This design comes from an exercise in tuning for small area, a short achievable clock period and few clock cycles per item on the open sky130 flow, not from production work.
RTL that was checked went through simulation tests only; none was proved equivalent to the original.
Power figures rest on the tool's default switching activity, not on a simulated workload.

## job 5602
// averaged_sensor_range_event_unit
module averaged_sensor_range_event_unit #(
  parameter int AVERAGE_COUNT = 10
) (
  input  logic                                      clk,
  input  logic                                      rst_n,
  input  logic                                      in_valid,
  output logic                                      in_ready,
  input  logic signed [asre_pkg::SAMPLE_W-1:0]      in_sample,
  output logic                                      out_valid,
  input  logic                                      out_ready,
  output logic signed [asre_pkg::SAMPLE_W-1:0]      out_reported_value,
  output logic                                      out_range_event,
  input  logic                                      cfg_we,
  input  logic [asre_pkg::CFG_INDEX_W-1:0]          cfg_index,
  input  logic [asre_pkg::CFG_DATA_W-1:0]           cfg_wdata
);
  localparam int SAMPLE_W = asre_pkg::SAMPLE_W;
  localparam logic [asre_pkg::CFG_INDEX_W-1:0] REG_DELTA_THRESHOLD = asre_pkg::REG_DELTA_THRESHOLD;
  localparam logic [asre_pkg::CFG_INDEX_W-1:0] REG_UPPER_LIMIT     = asre_pkg::REG_UPPER_LIMIT;
  localparam logic [asre_pkg::CFG_INDEX_W-1:0] REG_LOWER_LIMIT     = asre_pkg::REG_LOWER_LIMIT;
  localparam logic        [SAMPLE_W-1:0] DELTA_THRESHOLD_RESET = asre_pkg::DELTA_THRESHOLD_RESET;
  localparam logic signed [SAMPLE_W-1:0] UPPER_LIMIT_RESET     = asre_pkg::UPPER_LIMIT_RESET;
  localparam logic signed [SAMPLE_W-1:0] LOWER_LIMIT_RESET     = asre_pkg::LOWER_LIMIT_RESET;
  logic        [SAMPLE_W-1:0] delta_thr_r;
  logic signed [SAMPLE_W-1:0] upper_r;
  logic signed [SAMPLE_W-1:0] lower_r;
  logic                       adv;
  logic                       k_valid;
  logic signed [SAMPLE_W-1:0] k_sample;
  logic                       a_valid, b_valid, c_valid;
  logic signed [SAMPLE_W-1:0] a_sample, b_sample, c_sample;
  ...
For scale: ~190 flip-flops, roughly 58 I/O pins.
export LEC_CHECK = 0
export ABC_AREA = 1
export CAP_MARGIN = 20
export CORE_MARGIN = 2
export CORE_UTILIZATION = 72
export SLEW_MARGIN = 20
create_clock -name core_clock -period 12.0 [get_ports {clk}]
standard.sh (not shown) runs the stock make flow with config.mk's settings and CLKGATE_MAP_FILE= SYNTH_SCRIPT=/design/flow/synth_recipe.tcl, a recipe that flattens the netlist after the stock synthesis.
==> flow/flow/run.sh <==
#!/bin/bash
set -euo pipefail
bash standard.sh \
  SETUP_SLACK_MARGIN=8.5 \
  "BUFFER_PORTS_ARGS=-buffer_cell sky130_fd_sc_hd__buf_4" \
  finish > standard.log 2>&1
Job 5602: all stages complete, timing, DRC and antenna checks passed
Testbench counts of job 5602, summed over its fixed seeds: cycles 16,032, items 16,000.
[inputs] job 8979 vs job 5602
-- flow/config.mk --
<<< job 5602, line 11
export CORE_UTILIZATION = 72
>>> job 8979, line 11
export CORE_UTILIZATION = 40
export CTS_CLUSTER_DIAMETER = 120
export CTS_CLUSTER_SIZE = 40
Findings:
[job 8979 vs job 5602] worst-case setup margin in the final layout: higher in job 8979
Compared with job 5602, job 8979 shows filler cell count that has gone up by more than 100%.
For the post-placement cell count, job 8979 came in 177 higher than job 5602 did.
Taking job 5602 as the reference point, the net load switching power of job 8979 falls by about 1.8%.
On slew at the pin with the worst max-slew slack: job 8979 sits below job 5602.
Between job 5602 and job 8979, combinational fraction of design power increased.
Post-placement cell area of job 8979 exceeds that of job 5602 slightly.
Diff job 5602 -> job 8979: total length of routed wires now smaller, global-route usage now smaller.
The following lists how job 2237 was set up differently from job 8979:
==> flow/run.sh (new file) <==
#!/bin/bash
# synth_recipe.tcl (not shown) runs the flow's synth.tcl, then flattens the netlist and writes it again
# the make line also repeats each setting of config.mk as NAME=value (left out here)
make -C /OpenROAD-flow-scripts/flow DESIGN_CONFIG=/design/flow/config.mk WORK_HOME=/design/flow/orfs CLKGATE_MAP_FILE= SYNTH_SCRIPT=/design/flow/synth_recipe.tcl finish
-- flow/config.mk --
<<< job 8979, line 8
export ABC_AREA = 1
>>> job 2237, line 8
<<< job 8979, line 12
export CTS_CLUSTER_DIAMETER = 120
export CTS_CLUSTER_SIZE = 40
>>> job 2237, line 11
removed: flow/flow/run.sh
removed: flow/standard.sh
Results
Cell count after synthesis for job 2237: about 20% down relative to job 8979
Higher area growth from synthesis to layout was reported by job 8979, not job 2237.
Job 2237 vs job 8979 — combinational group share of total power dropped 7.6 points.
Global routing met1 resource utilization (job 2237 over job 8979): increase, 0.31 points
Critical path endpoint: out_reported_value[3] -> job 8979, held_r[1] -> job 2237
On fraction of layout instances using a drive strength above 1: between job 2237 and job 8979, it ends up higher for job 8979.
Edits applied to the flow inputs when going from job 2237 to job 3212:
==> flow/flow/run.sh (new file) <==
#!/bin/bash
set -euo pipefail
bash standard.sh \
  SETUP_SLACK_MARGIN=8.5 \
  "BUFFER_PORTS_ARGS=-buffer_cell sky130_fd_sc_hd__buf_4" \
  finish > standard.log 2>&1
==> flow/standard.sh (new file) <==
#!/bin/bash
# synth_recipe.tcl (not shown) runs the flow's synth.tcl, then flattens the netlist and writes it again
# the make line also repeats each setting of config.mk as NAME=value (left out here)
make -C /OpenROAD-flow-scripts/flow DESIGN_CONFIG=/design/flow/config.mk WORK_HOME=/design/flow/orfs CLKGATE_MAP_FILE= SYNTH_SCRIPT=/design/flow/synth_recipe.tcl "${@:-finish}"
-- flow/config.mk --
<<< job 2237, line 8
>>> job 3212, line 8
export ABC_AREA = 1
removed: flow/run.sh
Findings:
As far as clock latency of the later-clocked register in the worst-skew pair is concerned, job 2237 and job 3212 perform about the same. On flip-flop and latch share of the layout cell area: between job 3212 and job 2237, it ends up higher for job 2237. Compared with job 2237, in job 3212 die width picked up an extra 1.9%, period utilization lost 7.7 points, adder-cell area share of the yosys netlist lost 0.89 points. Changes observed in job 3212 relative to job 2237: non-clock buffer count increased 26, critical path depth decreased 3. Compared with job 2237, job 3212 degrades routed wire length. Higher number of core rows among job 3212 and job 2237: job 3212.


## north
averaged_sensor_range_event_unit again, from the RTL that the note above started with.
export LEC_CHECK = 0
export CAP_MARGIN = 20
export CORE_MARGIN = 2
export CORE_UTILIZATION = 40
export SLEW_MARGIN = 20
create_clock -name core_clock -period 12.0 [get_ports {clk}]
==> flow/flow/run.sh <==
#!/bin/bash
set -euo pipefail
bash standard.sh \
  SETUP_SLACK_MARGIN=8.5 \
  "BUFFER_PORTS_ARGS=-buffer_cell sky130_fd_sc_hd__buf_4" \
  finish > standard.log 2>&1
Testbench counts of north, summed over its fixed seeds: cycles 16,032, items 16,000.
The inputs of south differ from those of north as listed below.
# north
export LEC_CHECK = 0
export CAP_MARGIN = 20
export CORE_MARGIN = 2
export CORE_UTILIZATION = 40
export SLEW_MARGIN = 20
create_clock -name core_clock -period 12.0 [get_ports {clk}]
# south
export LEC_CHECK = 0
export ABC_AREA = 1
export CAP_MARGIN = 20
export CORE_MARGIN = 2
export CORE_UTILIZATION = 40
export SLEW_MARGIN = 20
create_clock -name core_clock -period 12.0 [get_ports {clk}]
--- a/flow/flow/run.sh
+++ b/flow/flow/run.sh
@@ -3,3 +3,3 @@
 bash standard.sh \
-  SETUP_SLACK_MARGIN=8.5 \
+  SETUP_SLACK_MARGIN=9.2 \
   "BUFFER_PORTS_ARGS=-buffer_cell sky130_fd_sc_hd__buf_4" \
Results
- Lower aggregate global-route resource usage was reported by north, not south.
- [compare] base=north new=south: area growth from synthesis to layout picked up an extra 19 points, multi-input gate area in the final layout picked up an extra 1100 um2, final critical-path setup slack picked up an extra 0.11 ns.
- Relative to north, fill cell total of the finished layout has gone down in south.
Changes in east relative to south:
# south
export LEC_CHECK = 0
export ABC_AREA = 1
export CAP_MARGIN = 20
export CORE_MARGIN = 2
export CORE_UTILIZATION = 40
export SLEW_MARGIN = 20
create_clock -name core_clock -period 12.0 [get_ports {clk}]
# east
export LEC_CHECK = 0
export ABC_AREA = 1
export CAP_MARGIN = 20
export CORE_MARGIN = 2
export CORE_UTILIZATION = 60
export SLEW_MARGIN = 20
create_clock -name core_clock -period 12.0 [get_ports {clk}]
--- a/flow/flow/run.sh
+++ b/flow/flow/run.sh
@@ -3,3 +3,3 @@
 bash standard.sh \
-  SETUP_SLACK_MARGIN=9.2 \
+  SETUP_SLACK_MARGIN=8.5 \
   "BUFFER_PORTS_ARGS=-buffer_cell sky130_fd_sc_hd__buf_4" \
--- outcome ---
The lower remaining max-slew budget at the tightest pin of south and east is in south.
Taking south as the reference, in east total power after layout went down; highest clock rate fell by 0.0034 GHz; via count shows a reduction of 1025.


Another version of the RTL of averaged_sensor_range_event_unit (not shown whole).
Size in the first run: ~1300 cells after synthesis, ~190 flip-flops, roughly 58 I/O pins.
clock: 12.0 ns
lec_check: 0
abc_area: 1
cap_margin: 20
core_margin: 2
core_utilization: 40
cts_buf_list: sky130_fd_sc_hd__clkbuf_8 sky130_fd_sc_hd__clkbuf_16
slew_margin: 20
==> flow/flow/run.sh <==
#!/bin/bash
set -euo pipefail
here=$(pwd)
bash standard.sh \
  SETUP_SLACK_MARGIN=8.5 \
  "BUFFER_PORTS_ARGS=-buffer_cell sky130_fd_sc_hd__buf_4" \
  "POST_GLOBAL_PLACE_TCL=$here/flow/small_input_buffers.tcl" \
  finish > standard.log 2>&1
==> flow/flow/small_input_buffers.tcl <==
# After global placement: the port buffers of the inputs other than clk and
# out_ready get the smallest buffer; the later repair steps resize any that
# end up on a path that needs it.
foreach port [all_inputs] {
  set pname [get_full_name $port]
  if {$pname eq "clk" || $pname eq "out_ready"} { continue }
  set net [get_nets -quiet $pname]
  if {[llength $net] == 0} { continue }
  foreach pin [get_pins -quiet -of_objects $net] {
    set inst [get_cells -of_objects $pin]
    set master [get_property $inst ref_name]
    if {[string match "sky130_fd_sc_hd__buf_*" $master]} {
      replace_cell $inst sky130_fd_sc_hd__buf_1
    }
  }
}
Then changed:
- CTS_BUF_LIST: sky130_fd_sc_hd__clkbuf_8 sky130_fd_sc_hd__clkbuf_16 -> unset
=> The new run finished clean; clock power stays flat; final area stays the same; setup slack gains 0.0038 ns; combinational power stays flat; register-to-register slack stays flat; synthesized area is unchanged; sequential power barely changes; global-route usage stays the same.
Then changed:
==> flow/flow/run.sh (replaced) <==
#!/bin/bash
set -euo pipefail
bash standard.sh \
  SETUP_SLACK_MARGIN=8.5 \
  "BUFFER_PORTS_ARGS=-buffer_cell sky130_fd_sc_hd__buf_4" \
  finish > standard.log 2>&1
removed: flow/flow/small_input_buffers.tcl
Effect:
- The new run completed with no timing, DRC or antenna violations
- total power came out higher by 1.3%
- sequential share of layout area drops by 0.41 points
- clock-buffer cell count does not change
- hold slack is about the same
- core utilization rises by 0.54 points
- cell count hardly moves
- flip-flop and latch count is unchanged
- setup slack gets better by 0.014 ns
Function was not checked in any run of this note: the RTL went through the layout flow alone.


run A:
Another version of the RTL of averaged_sensor_range_event_unit (not shown whole).
Size in the first run: roughly 1,200 cells after synthesis, about 0.011 sq mm of cells after synthesis.
==> flow/config.mk <==
export PLATFORM = sky130hd
export DESIGN_NAME = averaged_sensor_range_event_unit
export DESIGN_NICKNAME = averaged_sensor_range_event_unit
export VERILOG_FILES = /design/flow/design.v
export SDC_FILE = /design/flow/constraint.sdc
export NUM_CORES = 4
export LEC_CHECK = 0
export ABC_AREA = 1
export CAP_MARGIN = 20
export CORE_MARGIN = 2
export CORE_UTILIZATION = 65
export PLACE_DENSITY = 0.85
export SLEW_MARGIN = 20
==> flow/constraint.sdc <==
create_clock -name core_clock -period 12.0 [get_ports {clk}]
set_input_delay 2.4000 -clock core_clock [delete_from_list [all_inputs] [get_ports {clk}]]
set_output_delay 2.4000 -clock core_clock [all_outputs]
set_load 0.01 [all_outputs]
==> flow/flow/run.sh <==
#!/bin/bash
set -euo pipefail
here=$(pwd)
bash standard.sh \
  SETUP_SLACK_MARGIN=8.5 \
  "BUFFER_PORTS_ARGS=-buffer_cell sky130_fd_sc_hd__buf_4" \
  "POST_GLOBAL_PLACE_TCL=$here/flow/small_input_buffers.tcl" \
  finish > standard.log 2>&1
==> flow/flow/small_input_buffers.tcl <==
# After global placement: the port buffers of the inputs other than clk and
# out_ready get the smallest buffer; the later repair steps resize any that
# end up on a path that needs it.
foreach port [all_inputs] {
  set pname [get_full_name $port]
  if {$pname eq "clk" || $pname eq "out_ready"} { continue }
  set net [get_nets -quiet $pname]
  if {[llength $net] == 0} { continue }
  foreach pin [get_pins -quiet -of_objects $net] {
    set inst [get_cells -of_objects $pin]
    set master [get_property $inst ref_name]
    if {[string match "sky130_fd_sc_hd__buf_*" $master]} {
      replace_cell $inst sky130_fd_sc_hd__buf_1
    }
  }
}
Testbench counts of run A, summed over its fixed seeds: cycles 16,032, items 16,000.
Input-level comparison between run B and run A:
# run A
export LEC_CHECK = 0
export ABC_AREA = 1
export CAP_MARGIN = 20
export CORE_MARGIN = 2
export CORE_UTILIZATION = 65
export PLACE_DENSITY = 0.85
export SLEW_MARGIN = 20
create_clock -name core_clock -period 12.0 [get_ports {clk}]
# run B
export LEC_CHECK = 0
export ABC_AREA = 1
export CAP_MARGIN = 20
export CORE_MARGIN = 2
export CORE_UTILIZATION = 40
export SLEW_MARGIN = 20
create_clock -name core_clock -period 12.0 [get_ports {clk}]
--- outcome ---
Combined global-route utilization of all metal layers (run B over run A): decrease, 12 points
Lower post-detailed-routing wire length goes to run B over run A.
Looking at switching part of the total, run B sits 0.52 points lower than run A does.
Run B vs run A: detailed router's first-iteration violation count down
From run A to run B the numbers moved as follows: core occupancy in the finished layout moved down; worst hold margin closely matched the old numbers.
Changes in run C relative to run B:
# run B
export LEC_CHECK = 0
export ABC_AREA = 1
export CAP_MARGIN = 20
export CORE_MARGIN = 2
export CORE_UTILIZATION = 40
export SLEW_MARGIN = 20
create_clock -name core_clock -period 12.0 [get_ports {clk}]
# run C
export LEC_CHECK = 0
export ABC_AREA = 1
export CAP_MARGIN = 20
export CORE_MARGIN = 2
export CORE_UTILIZATION = 40
export GPL_TIMING_DRIVEN = 1
export SLEW_MARGIN = 20
create_clock -name core_clock -period 12.0 [get_ports {clk}]
### Flow results
Comparing run B against run C, there is no change at all in total global routing overflow. Number of logic inverters in the finished layout: run B vs run C — no meaningful difference. Global-route wire length before repair came out exactly the same in run B and run C. Reported for run B and run C, global-route usage turned out identical to the last digit. Between run B and run C, the difference in chip width is negligible. Count of input and output buffers came out exactly the same in run B and run C. [compare] base=run B new=run C: fill cell total of the finished layout essentially unchanged; clock distribution area overhead in the final layout essentially unchanged. On final cell count, run B tracks run C almost exactly. For delay of the slowest critical-path stage, run B and run C come out practically identical. Post-route worst setup slack across run B and run C: no real change.
The following lists how run D was set up differently from run C:
# run C
export LEC_CHECK = 0
export ABC_AREA = 1
export CAP_MARGIN = 20
export CORE_MARGIN = 2
export CORE_UTILIZATION = 40
export GPL_TIMING_DRIVEN = 1
export SLEW_MARGIN = 20
create_clock -name core_clock -period 12.0 [get_ports {clk}]
# run D
export LEC_CHECK = 0
export ABC_AREA = 1
export CAP_MARGIN = 20
export CORE_MARGIN = 2
export CORE_UTILIZATION = 55
export PLACE_DENSITY = 0.75
export SLEW_MARGIN = 20
create_clock -name core_clock -period 12.0 [get_ports {clk}]
### Flow results
Run D against run C: achievable frequency ~0 delta, overall fraction of global-route tracks in use +5.9 points. | cell area after layout | run D vs run C | better |. Critical path endpoint: out_reported_value[1] -> run C, out_reported_value[6] -> run D. Comparing run D and run C, the higher number of global-route vias before repair was measured on run D. Going from run C to run D, global-route wire length before repair shrank by 150 um; minimum setup slack after placement fell by 140 ps; worst hold path stage count about even; leakage power decreased about 0.8%; slew of the pin with the lowest slew margin saw a decrease. Routed wire length in run D is 590 um below run C. Switching power delta (run D − run C): unfavourable.


## job 1781
Another version of the RTL of averaged_sensor_range_event_unit (not shown whole).
Size in the first run: roughly 1400 cells after synthesis, roughly 190 flip-flops, about 13000 um^2 of cells after synthesis.
==> flow/design.v (excerpt) <==
module averaged_sensor_range_event_unit #(
  parameter int AVERAGE_COUNT = 10
) (
  input  logic                                      clk,
  input  logic                                      rst_n,
  input  logic                                      in_valid,
  output logic                                      in_ready,
  input  logic signed [asre_pkg::SAMPLE_W-1:0]      in_sample,
  output logic                                      out_valid,
  input  logic                                      out_ready,
  output logic signed [asre_pkg::SAMPLE_W-1:0]      out_reported_value,
  output logic                                      out_range_event,
  input  logic                                      cfg_we,
  input  logic [asre_pkg::CFG_INDEX_W-1:0]          cfg_index,
  input  logic [asre_pkg::CFG_DATA_W-1:0]           cfg_wdata
);
==> flow/config.mk <==
export PLATFORM = sky130hd
export DESIGN_NAME = averaged_sensor_range_event_unit
export DESIGN_NICKNAME = averaged_sensor_range_event_unit
export VERILOG_FILES = /design/flow/design.v
export SDC_FILE = /design/flow/constraint.sdc
export NUM_CORES = 4
export LEC_CHECK = 0
export CAP_MARGIN = 20
export CORE_MARGIN = 2
export CORE_UTILIZATION = 40
export SLEW_MARGIN = 20
==> flow/constraint.sdc <==
create_clock -name core_clock -period 12.0 [get_ports {clk}]
set_input_delay 2.4000 -clock core_clock [delete_from_list [all_inputs] [get_ports {clk}]]
set_output_delay 2.4000 -clock core_clock [all_outputs]
set_load 0.01 [all_outputs]
==> flow/flow/run.sh <==
#!/bin/bash
set -euo pipefail
bash standard.sh \
  SETUP_SLACK_MARGIN=8.5 \
  "BUFFER_PORTS_ARGS=-buffer_cell sky130_fd_sc_hd__buf_4" \
  finish > standard.log 2>&1
Changes in job 160 relative to job 1781:
==> flow/run.sh (new file) <==
#!/bin/bash
# synth_recipe.tcl (not shown) runs the flow's synth.tcl, then flattens the netlist and writes it again
# the make line also repeats each setting of config.mk as NAME=value (left out here)
make -C /OpenROAD-flow-scripts/flow DESIGN_CONFIG=/design/flow/config.mk WORK_HOME=/design/flow/orfs CLKGATE_MAP_FILE= SYNTH_SCRIPT=/design/flow/synth_recipe.tcl finish
removed: flow/flow/run.sh
removed: flow/standard.sh
[summary]
Cell internal power dissipation, job 160 vs job 1781: down by a little under 10%
Job 160 — first-pass GRT wire length about 12% lower, job 1781 as reference
In job 160, relative area change from synthesis to final layout is lower than in job 1781.
Per the final summary, job 160 finished and its layout is clean on timing, DRC and antenna.
Beginning of the critical path = m5_r[1]$_DFFE_PP_: job 160; beginning of the critical path = sum_r[0]$_DFFE_PP_: job 1781
Going from job 1781 to job 160, the register fraction of the total cell area was found to have gone up by 3.5 points.
Looking at post-cts repair resize count, job 160 sits 118 below job 1781.
Job 160 -> job 1781: die outline area delta 0, exact match
Compared with job 1781, the detailed router inserted fewer vias in job 160.
No functional check of the RTL was part of any run of this note.

==> re-timing with driven ports <==
Ports are ideal in the flow. The routed layouts listed here were re-timed in OpenROAD. Step 1: set_driving_cell puts a clkbuf_16 on clk and a buf_2 on each other input, an assumption about the parent block. Step 2 adds t to the input delays and takes it off the output delays; t is the mean of the earliest and latest rising clock arrival at the registers after step 1. Input paths then give back, and output paths get back, about the clock's delay inside the block. a / b / c = ideal ports / drivers / drivers and shift; a / b = the first two.
run | shift t [ns] | slack for setup (ns) | cell pins on the clock port's net
job 5602 | 0.491 | 8.523 / 8.473 / 8.156 | 1
job 8979 | 0.477 | 8.547 / 8.500 / 8.219 | 1
job 2237 | 0.481 | 7.620 / 7.651 / 7.170 | 1
job 3212 | 0.477 | 8.547 / 8.500 / 8.219 | 1
north | 0.484 | 8.436 / 8.406 / 8.214 | 1
south | 0.476 | 8.549 / 8.501 / 8.273 | 1
east | 0.487 | 8.508 / 8.461 / 8.180 | 1
the first run of note 3 | 0.472 | 8.520 / 8.477 / 8.249 | 1
the second run of note 3 | 0.471 | 8.524 / 8.481 / 8.248 | 1
the third run of note 3 | 0.471 | 8.537 / 8.494 / 8.239 | 1
run A | 0.474 | 8.423 / 8.444 / 7.970 | 1
run B | 0.471 | 8.532 / 8.490 / 8.221 | 1
run C | 0.471 | 8.532 / 8.490 / 8.221 | 1
run D | 0.477 | 8.538 / 8.498 / 8.225 | 1
job 1781 | 0.477 | 7.841 / 7.841 / 7.841 | 1
job 160 | 0.471 | 6.913 / 6.913 / 6.913 | 1
After both steps setup and hold are still met in every run listed. For run A, which loses most, drivers alone change the setup slack by +0.021 ns; drivers and shift together by -0.453 ns.
